Context: an optimization exercise on an open-source flow, tuned for small area and few clock cycles per item. The choices shown serve that exercise and are no tape-out recipe. Only simulation tests tie the RTL to the original design; equivalence was not proved. The flow treats the clock pin as an ideal source, which a real chip does not have. No activity file was given, so power comes from the tool's default toggle rates.

// controller_report_formatter_unit
module controller_report_formatter_unit (
    input  logic                              i_clk,
    input  logic                              i_rst_n,
    input  logic                              i_upd_valid,
    output logic                              o_upd_ready,
    input  logic [crf_pkg::CHAN_W-1:0]        i_upd_channel,
    input  logic [crf_pkg::BTN_W-1:0]         i_upd_button_bits,
    input  logic [crf_pkg::DPAD_W-1:0]        i_upd_dpad_bits,
    input  logic signed [crf_pkg::AXIS_W-1:0] i_upd_axis_left_x,
    input  logic signed [crf_pkg::AXIS_W-1:0] i_upd_axis_left_y,
    input  logic signed [crf_pkg::AXIS_W-1:0] i_upd_axis_right_x,
    input  logic signed [crf_pkg::AXIS_W-1:0] i_upd_axis_right_y,
    input  logic [crf_pkg::LEVEL_W-1:0]       i_upd_brake_level,
    input  logic [crf_pkg::LEVEL_W-1:0]       i_upd_throttle_level,
    input  logic [crf_pkg::MODE_W-1:0]        i_upd_analog_mode,
  ...
Size: roughly 440 cells after synthesis, roughly 63 flip-flops.
Settings: LEC_CHECK=0, CAP_MARGIN=20, CORE_MARGIN=2, CORE_UTILIZATION=40, SLEW_MARGIN=20; clock period 8.0 ns.
run.sh (not shown) runs the stock make flow with config.mk's settings and CLKGATE_MAP_FILE= SYNTH_SCRIPT=/design/flow/synth_recipe.tcl, a recipe that flattens the netlist after the stock synthesis.
The first run completed without violations.
Testbench counts at the start, summed over its fixed seeds: cycles 16,008, items 16,000.
Next try:
==> flow/flow/run.sh (new file) <==
#!/bin/bash
# Own layout flow: the standard flow with three changes.
#  1. Synthesis is the standard synthesis script (synth_recipe.tcl and ORFS's synth.tcl) except
#     that Yosys's "abc -fast" pre-mapping in synth's fine step is skipped and extract_fa looks
#     for full adders only, so the hand-built adder structure of the RTL reaches the adder
#     mapping as written. Registers, their names and cell types are those of the standard
#     synthesis (only the combinational mapping differs).
#  2. Ports are buffered with sky130_fd_sc_hd__buf_1 (every input and output still gets its
#     own buffer, as in the standard flow).
#  3. Everything after synthesis is standard.sh (the standard flow's own layout) unchanged.
# Each tool's output goes to a log file in this folder.
set -euo pipefail
W=$PWD
S=$FLOW_HOME/scripts/synth.tcl
sed -e 's/synth -top \$::env(DESIGN_NAME) -run fine: {\*}\$synth_full_args/synth -top $::env(DESIGN_NAME) -run fine: -noabc {*}$synth_full_args/' \
    -e 's/extract_fa {\*}\[dont_use_extract_fa_args\]/extract_fa -fa/' "$S" > "$W/own_synth.tcl"
grep -q -- '-run fine: -noabc' "$W/own_synth.tcl"
grep -q -- 'extract_fa -fa$' "$W/own_synth.tcl"
sed -e "s#\$::env(SCRIPTS_DIR)/synth.tcl#$W/own_synth.tcl#" "$W/synth_recipe.tcl" > "$W/own_synth_recipe.tcl"
grep -q "$W/own_synth.tcl" "$W/own_synth_recipe.tcl"
KNOBS=$(sed -n 's/^make .* SYNTH_SCRIPT=[^ ]* \(.*\) "\${@:-finish}"$/\1/p' "$W/standard.sh")
eval "make -C $FLOW_HOME DESIGN_CONFIG=$W/config.mk WORK_HOME=$W/orfs CLKGATE_MAP_FILE= SYNTH_SCRIPT=$W/own_synth_recipe.tcl $KNOBS synth" > "$W/synth.log" 2>&1
export BUFFER_PORTS_ARGS="-buffer_cell sky130_fd_sc_hd__buf_1"
bash "$W/standard.sh" > "$W/layout.log" 2>&1
==> flow/standard.sh (new file) <==
#!/bin/bash
# synth_recipe.tcl (not shown) runs the flow's synth.tcl, then flattens the netlist and writes it again
# the make line also repeats each setting of config.mk as NAME=value (left out here)
make -C /OpenROAD-flow-scripts/flow DESIGN_CONFIG=/design/flow/config.mk WORK_HOME=/design/flow/orfs CLKGATE_MAP_FILE= SYNTH_SCRIPT=/design/flow/synth_recipe.tcl "${@:-finish}"
CTS_BUF_LIST = sky130_fd_sc_hd__clkbuf_8   (was default)
removed: flow/run.sh
=> Synthesized cell count came out lower by 0.69%; die area drops by 4.3%; synthesized area is lower by 4.5%; design area shrinks by 20%; worst hold slack is better by 0.021 ns; count of clock-buffer cells in the layout does not change; clock power goes down by 51%; flip-flop and latch count stays the same; non-clock buffer count came out lower by 1; register-to-register slack improved by 0.34 ns.
Next try:
--- a/flow/flow/run.sh
+++ b/flow/flow/run.sh
@@ -6,7 +6,10 @@
 #     mapping as written. Registers, their names and cell types are those of the standard
 #     synthesis (only the combinational mapping differs).
+#     The final ABC mapping of the remaining logic uses flow/abc_area.script (area-oriented
+#     amap) in place of ORFS's speed script.
 #  2. Ports are buffered with sky130_fd_sc_hd__buf_1 (every input and output still gets its
 #     own buffer, as in the standard flow).
-#  3. Everything after synthesis is standard.sh (the standard flow's own layout) unchanged.
+#  3. Clock tree synthesis takes its arguments from flow/cts_args.txt (no dummy loads).
+#  4. Everything after synthesis is standard.sh (the standard flow's own layout) unchanged.
 # Each tool's output goes to a log file in this folder.
 set -euo pipefail
@@ -14,7 +17,10 @@
 S=$FLOW_HOME/scripts/synth.tcl
 sed -e 's/synth -top \$::env(DESIGN_NAME) -run fine: {\*}\$synth_full_args/synth -top $::env(DESIGN_NAME) -run fine: -noabc {*}$synth_full_args/' \
-    -e 's/extract_fa {\*}\[dont_use_extract_fa_args\]/extract_fa -fa/' "$S" > "$W/own_synth.tcl"
+    -e 's/extract_fa {\*}\[dont_use_extract_fa_args\]/extract_fa -fa/' \
+    -e "s#^source \$::env(SCRIPTS_DIR)/synth_preamble.tcl\$#&\nlset abc_args 1 $W/flow/abc_area.script#" \
+    "$S" > "$W/own_synth.tcl"
 grep -q -- '-run fine: -noabc' "$W/own_synth.tcl"
 grep -q -- 'extract_fa -fa$' "$W/own_synth.tcl"
+grep -q -- "^lset abc_args 1 $W/flow/abc_area.script" "$W/own_synth.tcl"
 sed -e "s#\$::env(SCRIPTS_DIR)/synth.tcl#$W/own_synth.tcl#" "$W/synth_recipe.tcl" > "$W/own_synth_recipe.tcl"
 grep -q "$W/own_synth.tcl" "$W/own_synth_recipe.tcl"
@@ -22,3 +28,7 @@
 eval "make -C $FLOW_HOME DESIGN_CONFIG=$W/config.mk WORK_HOME=$W/orfs CLKGATE_MAP_FILE= SYNTH_SCRIPT=$W/own_synth_recipe.tcl $KNOBS synth" > "$W/synth.log" 2>&1
 export BUFFER_PORTS_ARGS="-buffer_cell sky130_fd_sc_hd__buf_1"
+# clock tree options (replace ORFS's clock_tree_synthesis arguments when flow/cts_args.txt exists)
+if [[ -f "$W/flow/cts_args.txt" ]]; then
+  export CTS_ARGS="$(cat "$W/flow/cts_args.txt")"
+fi
 bash "$W/standard.sh" > "$W/layout.log" 2>&1
==> flow/flow/abc_area.script (new file) <==
strash
ifraig
dc2
dch -f
amap
topo
stime -c
==> flow/flow/cts_args.txt (new file) <==
-sink_clustering_enable -repair_clock_nets -buf_list sky130_fd_sc_hd__clkbuf_8 -dont_use_dummy_load
=> Clock skew rose by 0.012 ns. Register-to-register slack loses 0.47 ns. Area after synthesis fell by about 10%. Worst setup slack gains 0.25 ns.
Next try:
==> flow/run.sh (new file) <==
#!/bin/bash
# synth_recipe.tcl (not shown) runs the flow's synth.tcl, then flattens the netlist and writes it again
# the make line also repeats each setting of config.mk as NAME=value (left out here)
make -C /OpenROAD-flow-scripts/flow DESIGN_CONFIG=/design/flow/config.mk WORK_HOME=/design/flow/orfs CLKGATE_MAP_FILE= SYNTH_SCRIPT=/design/flow/synth_recipe.tcl finish
removed: flow/flow/run.sh
removed: flow/flow/abc_area.script
removed: flow/flow/cts_args.txt
removed: flow/standard.sh
The new run ran to the end with no violations; power goes up by 30%; via count goes up by 0.31%; count of clock-buffer cells in the layout is unchanged; setup slack degrades by 0.56 ns; wire length goes up by 13%.
Next try:
==> flow/flow/run.sh (new file) <==
#!/bin/bash
# Own layout flow: the standard flow with these changes.
#  1. Synthesis is the standard synthesis script (synth_recipe.tcl, which sources ORFS's
#     synth.tcl) with three edits to a copy of synth.tcl:
#       - Yosys's "abc -fast" pre-mapping in synth's fine step is skipped (-noabc),
#       - no full or half adder cells are extracted (extract_fa is left out),
#  2. Ports are buffered with sky130_fd_sc_hd__buf_1 (every input and output still gets its
#     own buffer, as in the standard flow).
#  3. Clock tree synthesis takes its arguments from flow/cts_args.txt (clkbuf_4 buffers, no
#     dummy loads).
#  4. Everything after synthesis is standard.sh (the standard flow's own layout), unchanged.
# Each tool's output goes to a log file in this folder (synth.log, layout.log; ORFS's per-step
# logs are under orfs/logs).
set -euo pipefail
W=$PWD
S=$FLOW_HOME/scripts/synth.tcl
sed -e 's/synth -top \$::env(DESIGN_NAME) -run fine: {\*}\$synth_full_args/synth -top $::env(DESIGN_NAME) -run fine: -noabc {*}$synth_full_args/' \
    -e 's/^  extract_fa {\*}\[dont_use_extract_fa_args\]$/  puts "own flow: no adder extraction"/' \
    -e "s#^source \$::env(SCRIPTS_DIR)/synth_preamble.tcl\$#&\nlset abc_args 1 $W/flow/abc_area.script#" \
    "$S" > "$W/own_synth.tcl"
grep -q -- '-run fine: -noabc' "$W/own_synth.tcl"
grep -q -- 'own flow: no adder extraction' "$W/own_synth.tcl"
grep -q -- "^lset abc_args 1 $W/flow/abc_area.script" "$W/own_synth.tcl"
sed -e "s#\$::env(SCRIPTS_DIR)/synth.tcl#$W/own_synth.tcl#" "$W/synth_recipe.tcl" > "$W/own_synth_recipe.tcl"
grep -q "$W/own_synth.tcl" "$W/own_synth_recipe.tcl"
KNOBS=$(sed -n 's/^make .* SYNTH_SCRIPT=[^ ]* \(.*\) "\${@:-finish}"$/\1/p' "$W/standard.sh")
eval "make -C $FLOW_HOME DESIGN_CONFIG=$W/config.mk WORK_HOME=$W/orfs CLKGATE_MAP_FILE= SYNTH_SCRIPT=$W/own_synth_recipe.tcl $KNOBS synth" > "$W/synth.log" 2>&1
export BUFFER_PORTS_ARGS="-buffer_cell sky130_fd_sc_hd__buf_1"
export CTS_ARGS="$(cat "$W/flow/cts_args.txt")"
bash "$W/standard.sh" > "$W/layout.log" 2>&1
==> flow/flow/abc_area.script (new file) <==
strash
ifraig
dc2
&get -n
&deepsyn -T 60 -I 4
&put
dch -f
amap
topo
stime -c
==> flow/flow/cts_args.txt (new file) <==
-sink_clustering_enable -repair_clock_nets -root_buf sky130_fd_sc_hd__clkbuf_4 -tree_buf sky130_fd_sc_hd__clkbuf_4 -buf_list sky130_fd_sc_hd__clkbuf_4 -dont_use_dummy_load
==> flow/standard.sh (new file) <==
#!/bin/bash
# synth_recipe.tcl (not shown) runs the flow's synth.tcl, then flattens the netlist and writes it again
# the make line also repeats each setting of config.mk as NAME=value (left out here)
make -C /OpenROAD-flow-scripts/flow DESIGN_CONFIG=/design/flow/config.mk WORK_HOME=/design/flow/orfs CLKGATE_MAP_FILE= SYNTH_SCRIPT=/design/flow/synth_recipe.tcl "${@:-finish}"
CORE_UTILIZATION = 65   (was 40)
CTS_BUF_LIST = sky130_fd_sc_hd__clkbuf_4   (was sky130_fd_sc_hd__clkbuf_8)
removed: flow/run.sh
Effect: Synthesized cell count climbs by 11%. Total power shrinks by 33%. Design area goes down by 32%. Non-clock buffer count went down by 1. Sequential share of layout area rises by 13 points. Clock-buffer cell count is unchanged. Clock power drops by 59%. Global-route usage went up by 14 points. Clock skew rises by 0.023 ns.
Next try:
==> flow/flow/run.sh (replaced) <==
#!/bin/bash
# Own layout flow: the standard flow with three changes.
#  1. Synthesis is the standard synthesis script (synth_recipe.tcl and ORFS's synth.tcl) except
#     that Yosys's "abc -fast" pre-mapping in synth's fine step is skipped and no full or half
#     adder cells are extracted, so the hand-built adder structure of the RTL reaches ABC as
#     written. Registers, their names and cell types are those of the standard synthesis
#     (only the combinational mapping differs).
#     The final ABC mapping of the remaining logic uses flow/abc_area.script (area-oriented
#     amap) in place of ORFS's speed script.
#  2. Ports are buffered with sky130_fd_sc_hd__buf_1 (every input and output still gets its
#     own buffer, as in the standard flow).
#  3. Clock tree synthesis takes its arguments from flow/cts_args.txt (no dummy loads).
#  4. Everything after synthesis is standard.sh (the standard flow's own layout) unchanged.
# Each tool's output goes to a log file in this folder.
set -euo pipefail
W=$PWD
S=$FLOW_HOME/scripts/synth.tcl
sed -e 's/synth -top \$::env(DESIGN_NAME) -run fine: {\*}\$synth_full_args/synth -top $::env(DESIGN_NAME) -run fine: -noabc {*}$synth_full_args/' \
    -e 's/^  extract_fa {\*}\[dont_use_extract_fa_args\]$/  puts "own flow: no adder extraction"/' \
    -e "s#^source \$::env(SCRIPTS_DIR)/synth_preamble.tcl\$#&\nlset abc_args 1 $W/flow/abc_area.script#" \
    "$S" > "$W/own_synth.tcl"
grep -q -- '-run fine: -noabc' "$W/own_synth.tcl"
grep -q -- 'own flow: no adder extraction' "$W/own_synth.tcl"
grep -q -- "^lset abc_args 1 $W/flow/abc_area.script" "$W/own_synth.tcl"
sed -e "s#\$::env(SCRIPTS_DIR)/synth.tcl#$W/own_synth.tcl#" "$W/synth_recipe.tcl" > "$W/own_synth_recipe.tcl"
grep -q "$W/own_synth.tcl" "$W/own_synth_recipe.tcl"
KNOBS=$(sed -n 's/^make .* SYNTH_SCRIPT=[^ ]* \(.*\) "\${@:-finish}"$/\1/p' "$W/standard.sh")
eval "make -C $FLOW_HOME DESIGN_CONFIG=$W/config.mk WORK_HOME=$W/orfs CLKGATE_MAP_FILE= SYNTH_SCRIPT=$W/own_synth_recipe.tcl $KNOBS synth" > "$W/synth.log" 2>&1
export BUFFER_PORTS_ARGS="-buffer_cell sky130_fd_sc_hd__buf_1"
# clock tree options (replace ORFS's clock_tree_synthesis arguments when flow/cts_args.txt exists)
if [[ -f "$W/flow/cts_args.txt" ]]; then
  export CTS_ARGS="$(cat "$W/flow/cts_args.txt")"
fi
bash "$W/standard.sh" > "$W/layout.log" 2>&1
==> flow/flow/abc_area.script (replaced) <==
strash
ifraig
dc2
&get -n
&deepsyn -T 60
&put
dch -f
amap
topo
stime -c
CTS_BUF_LIST = sky130_fd_sc_hd__clkbuf_8   (was sky130_fd_sc_hd__clkbuf_4)
Synthesized area grows slightly.
Cell area is higher slightly.
Clock skew fell by 0.011 ns.
Utilization rises by 0.50 points.
Register-to-register slack loses 0.07 ns.


controller_report_formatter_unit again, from the RTL that the note above started with.
==> flow/config.mk <==
export PLATFORM = sky130hd
export DESIGN_NAME = controller_report_formatter_unit
export DESIGN_NICKNAME = controller_report_formatter_unit
export VERILOG_FILES = /design/flow/design.v
export SDC_FILE = /design/flow/constraint.sdc
export NUM_CORES = 4
export LEC_CHECK = 0
export CAP_MARGIN = 20
export CORE_MARGIN = 2
export CORE_UTILIZATION = 65
export CTS_BUF_LIST = sky130_fd_sc_hd__clkbuf_4
export SLEW_MARGIN = 20
==> flow/constraint.sdc <==
create_clock -name core_clock -period 8.0 [get_ports {i_clk}]
set_input_delay 1.6000 -clock core_clock [delete_from_list [all_inputs] [get_ports {i_clk}]]
set_output_delay 1.6000 -clock core_clock [all_outputs]
set_load 0.01 [all_outputs]
standard.sh (not shown) runs the stock make flow with config.mk's settings and CLKGATE_MAP_FILE= SYNTH_SCRIPT=/design/flow/synth_recipe.tcl, a recipe that flattens the netlist after the stock synthesis.
==> flow/flow/run.sh <==
#!/bin/bash
# Own layout flow: the standard flow with these changes.
#  1. Synthesis is the standard synthesis script (synth_recipe.tcl, which sources ORFS's
#     synth.tcl) with three edits to a copy of synth.tcl:
#       - Yosys's "abc -fast" pre-mapping in synth's fine step is skipped (-noabc),
#       - no full or half adder cells are extracted (extract_fa is left out),
#  2. Ports are buffered with sky130_fd_sc_hd__buf_1 (every input and output still gets its
#     own buffer, as in the standard flow).
#  3. Clock tree synthesis takes its arguments from flow/cts_args.txt (clkbuf_4 buffers, no
#     dummy loads).
#  4. Everything after synthesis is standard.sh (the standard flow's own layout), unchanged.
# Each tool's output goes to a log file in this folder (synth.log, layout.log; ORFS's per-step
# logs are under orfs/logs).
set -euo pipefail
W=$PWD
S=$FLOW_HOME/scripts/synth.tcl
sed -e 's/synth -top \$::env(DESIGN_NAME) -run fine: {\*}\$synth_full_args/synth -top $::env(DESIGN_NAME) -run fine: -noabc {*}$synth_full_args/' \
    -e 's/^  extract_fa {\*}\[dont_use_extract_fa_args\]$/  puts "own flow: no adder extraction"/' \
    -e "s#^source \$::env(SCRIPTS_DIR)/synth_preamble.tcl\$#&\nlset abc_args 1 $W/flow/abc_area.script#" \
    "$S" > "$W/own_synth.tcl"
grep -q -- '-run fine: -noabc' "$W/own_synth.tcl"
grep -q -- 'own flow: no adder extraction' "$W/own_synth.tcl"
grep -q -- "^lset abc_args 1 $W/flow/abc_area.script" "$W/own_synth.tcl"
sed -e "s#\$::env(SCRIPTS_DIR)/synth.tcl#$W/own_synth.tcl#" "$W/synth_recipe.tcl" > "$W/own_synth_recipe.tcl"
grep -q "$W/own_synth.tcl" "$W/own_synth_recipe.tcl"
KNOBS=$(sed -n 's/^make .* SYNTH_SCRIPT=[^ ]* \(.*\) "\${@:-finish}"$/\1/p' "$W/standard.sh")
eval "make -C $FLOW_HOME DESIGN_CONFIG=$W/config.mk WORK_HOME=$W/orfs CLKGATE_MAP_FILE= SYNTH_SCRIPT=$W/own_synth_recipe.tcl $KNOBS synth" > "$W/synth.log" 2>&1
export BUFFER_PORTS_ARGS="-buffer_cell sky130_fd_sc_hd__buf_1"
export CTS_ARGS="$(cat "$W/flow/cts_args.txt")"
if [[ -f "$W/flow/pre_cts.tcl" ]]; then export PRE_CTS_TCL="$W/flow/pre_cts.tcl"; fi
bash "$W/standard.sh" > "$W/layout.log" 2>&1
==> flow/flow/abc_area.script <==
strash
ifraig
dc2
dch -f
amap
topo
stime -c
==> flow/flow/cts_args.txt <==
-sink_clustering_enable -repair_clock_nets -root_buf sky130_fd_sc_hd__clkbuf_4 -tree_buf sky130_fd_sc_hd__clkbuf_4 -buf_list sky130_fd_sc_hd__clkbuf_4 -dont_use_dummy_load
==> flow/flow/pre_cts.tcl <==
insert_buffer -buffer_cell sky130_fd_sc_hd__clkbuf_16 -net i_clk -buffer_name clkroot_buf -net_name clkroot
The first run produced a clean layout.
Testbench counts at the start, summed over its fixed seeds: cycles 16,008, items 16,000.
Next try:
--- a/flow/flow/run.sh
+++ b/flow/flow/run.sh
@@ -2,5 +2,8 @@
-# Own layout flow: the standard flow with these changes.
-#  1. Synthesis is the standard synthesis script (synth_recipe.tcl, which sources ORFS's
-#     synth.tcl) with three edits to a copy of synth.tcl:
-#       - Yosys's "abc -fast" pre-mapping in synth's fine step is skipped (-noabc),
-#       - no full or half adder cells are extracted (extract_fa is left out),
+# Own layout flow: the standard flow with three changes.
+#  1. Synthesis is the standard synthesis script (synth_recipe.tcl and ORFS's synth.tcl) except
+#     that Yosys's "abc -fast" pre-mapping in synth's fine step is skipped and no full or half
+#     adder cells are extracted, so the hand-built adder structure of the RTL reaches ABC as
+#     written. Registers, their names and cell types are those of the standard synthesis
+#     (only the combinational mapping differs).
+#     The final ABC mapping of the remaining logic uses flow/abc_area.script (area-oriented
+#     amap) in place of ORFS's speed script.
@@ -9,5 +12,3 @@
-#  3. Clock tree synthesis takes its arguments from flow/cts_args.txt (clkbuf_4 buffers, no
-#     dummy loads).
-#  4. Everything after synthesis is standard.sh (the standard flow's own layout), unchanged.
-# Each tool's output goes to a log file in this folder (synth.log, layout.log; ORFS's per-step
-# logs are under orfs/logs).
+#  3. Clock tree synthesis takes its arguments from flow/cts_args.txt (no dummy loads).
+#  4. Everything after synthesis is standard.sh (the standard flow's own layout) unchanged.
+# Each tool's output goes to a log file in this folder.
@@ -29,2 +30,4 @@
-export CTS_ARGS="$(cat "$W/flow/cts_args.txt")"
-if [[ -f "$W/flow/pre_cts.tcl" ]]; then export PRE_CTS_TCL="$W/flow/pre_cts.tcl"; fi
+# clock tree options (replace ORFS's clock_tree_synthesis arguments when flow/cts_args.txt exists)
+if [[ -f "$W/flow/cts_args.txt" ]]; then
+  export CTS_ARGS="$(cat "$W/flow/cts_args.txt")"
+fi
==> flow/flow/cts_args.txt (replaced) <==
-sink_clustering_enable -repair_clock_nets -buf_list sky130_fd_sc_hd__clkbuf_8 -dont_use_dummy_load -sink_buffer_max_cap_derate 1.0
CORE_UTILIZATION = 40   (was 65)
CTS_BUF_LIST = sky130_fd_sc_hd__clkbuf_8   (was sky130_fd_sc_hd__clkbuf_4)
removed: flow/flow/pre_cts.tcl
What happened: Core utilization goes down by 29 points; total power grows by a few percent; worst setup slack gains 11 ps; synthesized cell count is unchanged; sequential cell count does not change; synthesized area stays the same; global-route usage is lower by 13 points; clock skew shrinks by 10 ps.
Next try:
==> flow/flow/cts_args.txt (replaced) <==
-sink_clustering_enable -repair_clock_nets -root_buf sky130_fd_sc_hd__clkbuf_4 -tree_buf sky130_fd_sc_hd__clkbuf_2 -buf_list sky130_fd_sc_hd__clkbuf_2 -dont_use_dummy_load
CORE_UTILIZATION = 65   (was 40)
=> Synthesized cell count is unchanged; clock-buffer cell count stays the same; final area falls by 2.6%; via count rises by 8.5%; die area falls by 37%.
Next try:
CORE_UTILIZATION = 40   (was 65)
What happened:
- The new run finished clean
- critical path depth goes down by 1
- fmax goes up by 3.5%
- final area goes up by 1.5%
- hold slack is worse by 24 ps
- core utilization goes down by 30 points

[separate check: timing with driven ports]
The flow's constraints put no driver on any port. The routed layouts listed below were extracted and timed again, unchanged, in two steps.
Step 1 assumes that a clkbuf_16 drives the clock port and a buf_2 every other input.
Step 2 adds t to the input delays and takes it off the output delays; t is the mean of the earliest and latest rising clock arrival at the registers after step 1. Input paths then give back, and output paths get back, about the clock's delay inside the block.
Three values: ideal ports, drivers, drivers and shift; two values: the first two.
run	t (ns)	setup WS [ns]	hold WS [ns]	clock arrival spread, ns	worst data-port slew with drivers (ns)
the first run of note 1	0.372	2.493 / 2.506 / 2.133	0.552 / 0.552 / 0.552	0.005 / 0.005	0.07
the second run of note 1	0.371	2.830 / 2.842 / 2.471	0.573 / 0.573 / 0.573	0.008 / 0.008	0.05
the third run of note 1	0.346	3.078 / 3.085 / 2.740	0.694 / 0.694 / 0.694	0.017 / 0.017	0.06
the fourth run of note 1	0.393	2.517 / 2.528 / 2.135	0.555 / 0.555 / 0.555	0.009 / 0.008	0.07
the fifth run of note 1	0.399	2.206 / 2.207 / 1.808	0.710 / 0.710 / 0.710	0.027 / 0.027	0.06
the sixth run of note 1	0.416	2.724 / 2.730 / 2.313	0.760 / 0.760 / 0.760	0.017 / 0.017	0.04
the first run of note 2	0.487	3.436 / 3.435 / 2.948	0.725 / 0.725 / 0.725	0.050 / 0.049	0.05
the second run of note 2	0.355	3.448 / 3.458 / 3.103	0.697 / 0.697 / 0.697	0.031 / 0.031	0.06
the third run of note 2	0.380	3.344 / 3.350 / 2.970	0.725 / 0.725 / 0.725	0.046 / 0.046	0.05
the fourth run of note 2	0.408	3.502 / 3.512 / 3.103	0.700 / 0.700 / 0.700	0.044 / 0.045	0.06
After both steps setup and hold are still met in every run listed. For the first run of note 2, which loses most, drivers alone change the setup slack by -0.001 ns; drivers and shift together by -0.488 ns.
